Source: an optimization exercise on an open RTL-to-GDS flow (aim: small area, a short achievable clock period and few clock cycles per item). Production flows keep margins and buffers that such runs may drop.
Power figures rest on the tool's default switching activity, not on a simulated workload.

==> flow/design.v <==
package i_cache_dm_pkg;
  localparam int DEF_DATA_WIDTH   = 32;
  localparam int DEF_ADDRESS_BITS = 32;
  localparam int DEF_INDEX_BITS   = 2;
endpackage
module i_cache_dm_array #(
  parameter int DATA_WIDTH = 32,
  parameter int TAG_BITS   = 28,
  parameter int INDEX_BITS = 4
) (
  input  logic                  clock,
  input  logic                  reset,
  input  logic [INDEX_BITS-1:0] rd_index,
  output logic [DATA_WIDTH-1:0] rd_data,
  output logic [TAG_BITS-1:0]   rd_tag,
  output logic                  rd_valid,
  input  logic                  wr_en,
  input  logic [INDEX_BITS-1:0] wr_index,
  input  logic [DATA_WIDTH-1:0] wr_data,
  input  logic [TAG_BITS-1:0]   wr_tag,
  input  logic                  inv_all
);
  localparam int LINES = 1 << INDEX_BITS;
  logic [DATA_WIDTH-1:0] data_mem [LINES];
  logic [TAG_BITS-1:0]   tag_mem  [LINES];
  logic [LINES-1:0]      valid_q;
  always_ff @(posedge clock) begin
    if (wr_en) begin
      data_mem[wr_index] <= wr_data;
      tag_mem[wr_index]  <= wr_tag;
    end
  end
  always_ff @(posedge clock or posedge reset) begin
    if (reset) begin
      valid_q <= '0;
    end else if (inv_all) begin
      valid_q <= '0;
    end else if (wr_en) begin
      valid_q[wr_index] <= 1'b1;
    end
  end
  assign rd_data  = data_mem[rd_index];
  assign rd_tag   = tag_mem[rd_index];
  assign rd_valid = valid_q[rd_index];
endmodule
import i_cache_dm_pkg::*;
module i_cache_dm #(
  parameter int DATA_WIDTH      = i_cache_dm_pkg::DEF_DATA_WIDTH,
  parameter int ADDRESS_BITS    = i_cache_dm_pkg::DEF_ADDRESS_BITS,
  parameter int INDEX_BITS      = i_cache_dm_pkg::DEF_INDEX_BITS,
  parameter int SCAN_CYCLES_MIN = 0,
  parameter int SCAN_CYCLES_MAX = 1000
) (
  input  logic                    clock,
  input  logic                    reset,
  input  logic                    i_mem_read,
  input  logic [ADDRESS_BITS-1:0] i_mem_address_in,
  output logic [DATA_WIDTH-1:0]   i_mem_data_out,
  output logic [ADDRESS_BITS-1:0] i_mem_address_out,
  output logic                    i_mem_valid,
  output logic                    i_mem_ready,
  output logic                    mem_read,
  output logic [ADDRESS_BITS-1:0] mem_address_in,
  input  logic [DATA_WIDTH-1:0]   mem_data_out,
  input  logic [ADDRESS_BITS-1:0] mem_address_out,
  input  logic                    mem_valid,
  input  logic                    mem_ready,
  input  logic                    flush,
  input  logic                    scan
);
  localparam int TAG_BITS = ADDRESS_BITS - INDEX_BITS;
  localparam int CNT_BITS = 4;
  logic [DATA_WIDTH-1:0]   rd_data;
  logic [TAG_BITS-1:0]     rd_tag;
  logic                    rd_valid;
  logic                    hit;
  logic                    idle;        
  logic                    full;        
  logic                    issue;       
  logic                    hit_accept;
  logic [CNT_BITS-1:0]     inflight;    
  logic                    no_fill;     
  i_cache_dm_array #(
    .DATA_WIDTH (DATA_WIDTH),
    .TAG_BITS   (TAG_BITS),
    .INDEX_BITS (INDEX_BITS)
  ) u_array (
    .clock     (clock),
    .reset     (reset),
    .rd_index  (i_mem_address_in[INDEX_BITS-1:0]),
    .rd_data   (rd_data),
    .rd_tag    (rd_tag),
    .rd_valid  (rd_valid),
    .wr_en     (mem_valid && !no_fill && !flush),
    .wr_index  (mem_address_out[INDEX_BITS-1:0]),
    .wr_data   (mem_data_out),
    .wr_tag    (mem_address_out[ADDRESS_BITS-1:INDEX_BITS]),
    .inv_all   (flush)
  );
  assign idle  = (inflight == '0);
  assign full  = (inflight == '1);
  assign hit   = rd_valid &&
                 (rd_tag == i_mem_address_in[ADDRESS_BITS-1:INDEX_BITS]);
  assign i_mem_ready    = hit ? idle : (mem_ready && !full);
  assign mem_read       = i_mem_read && !hit && !full && !reset;
  assign mem_address_in = i_mem_address_in;
  assign issue          = mem_read && mem_ready;
  assign hit_accept     = i_mem_read && hit && idle && !reset;
  assign i_mem_valid       = hit_accept || mem_valid;
  assign i_mem_data_out    = hit_accept ? rd_data : mem_data_out;
  assign i_mem_address_out = hit_accept ? i_mem_address_in : mem_address_out;
  always_ff @(posedge clock or posedge reset) begin
    if (reset) begin
      inflight  <= '0;
      no_fill   <= 1'b0;
    end else begin
      inflight <= inflight + CNT_BITS'(issue) - CNT_BITS'(mem_valid);
      if (flush)
        no_fill <= 1'b1;
      else if (inflight + CNT_BITS'(issue) - CNT_BITS'(mem_valid) == '0)
        no_fill <= 1'b0;
    end
  end
endmodule
make LEC_CHECK=0 CAP_MARGIN=20 CORE_MARGIN=2 CORE_UTILIZATION=40 SLEW_MARGIN=20 finish   # period 5.0 ns
run.sh (not shown) runs the stock make flow with config.mk's settings and CLKGATE_MAP_FILE= SYNTH_SCRIPT=/design/flow/synth_recipe.tcl, a recipe that flattens the netlist after the stock synthesis.
The baseline reached the layout checks and failed them: negative setup slack.
Change:
--- a/flow/design.v
+++ b/flow/design.v
@@ -1,8 +1,8 @@
 package i_cache_dm_pkg;
   localparam int DEF_DATA_WIDTH   = 32;
   localparam int DEF_ADDRESS_BITS = 32;
-  localparam int DEF_INDEX_BITS   = 2;
+  localparam int DEF_INDEX_BITS   = 3;
 endpackage
 module i_cache_dm_array #(
   parameter int DATA_WIDTH = 32,
   parameter int TAG_BITS   = 28,
What happened: The new run completed and failed the layout checks on negative setup slack. Register-to-register slack improves by 0.03 ns. Worst setup slack degrades by 0.22 ns. Non-clock buffer count climbs by 43. Wire length climbs by about 90%. Final area climbs by about 70%. Clock power climbs by 82%. Critical path depth climbs by 2. Area after synthesis climbs by 85%. Die area climbs by 83%. Total power climbs by 81%.
No run of this note included a check of the RTL's function; only the layout flow was run.

re-timing with driven ports:
No port has a modelled driver above. Below, the same layouts with a new extraction and two added sets of constraints.
Step 1, drivers: a clkbuf_16 drives clock and a buf_2 each remaining input, both assumed.
Step 2, shift: input delay + t, output delay - t, t = (earliest + latest rising clock arrival at the registers) / 2. This alone moves slack from input paths to output paths.
Three values: ideal, step 1, step 2; two values: the first two.
| run | t, ns | setup slack, ns | worst setup path after step 2 | latest minus earliest clock arrival (ns) |
|---|---|---|---|---|
| the first run | 0.557 | -0.167 / -0.254 / -0.254 | input to output | 0.010 / 0.011 |
| the second run | 0.631 | -0.392 / -0.553 / -0.553 | input to output | 0.013 / 0.013 |
The setup slack of the second run, which loses most, moves by -0.161 ns with the drivers and by -0.161 ns with both steps.
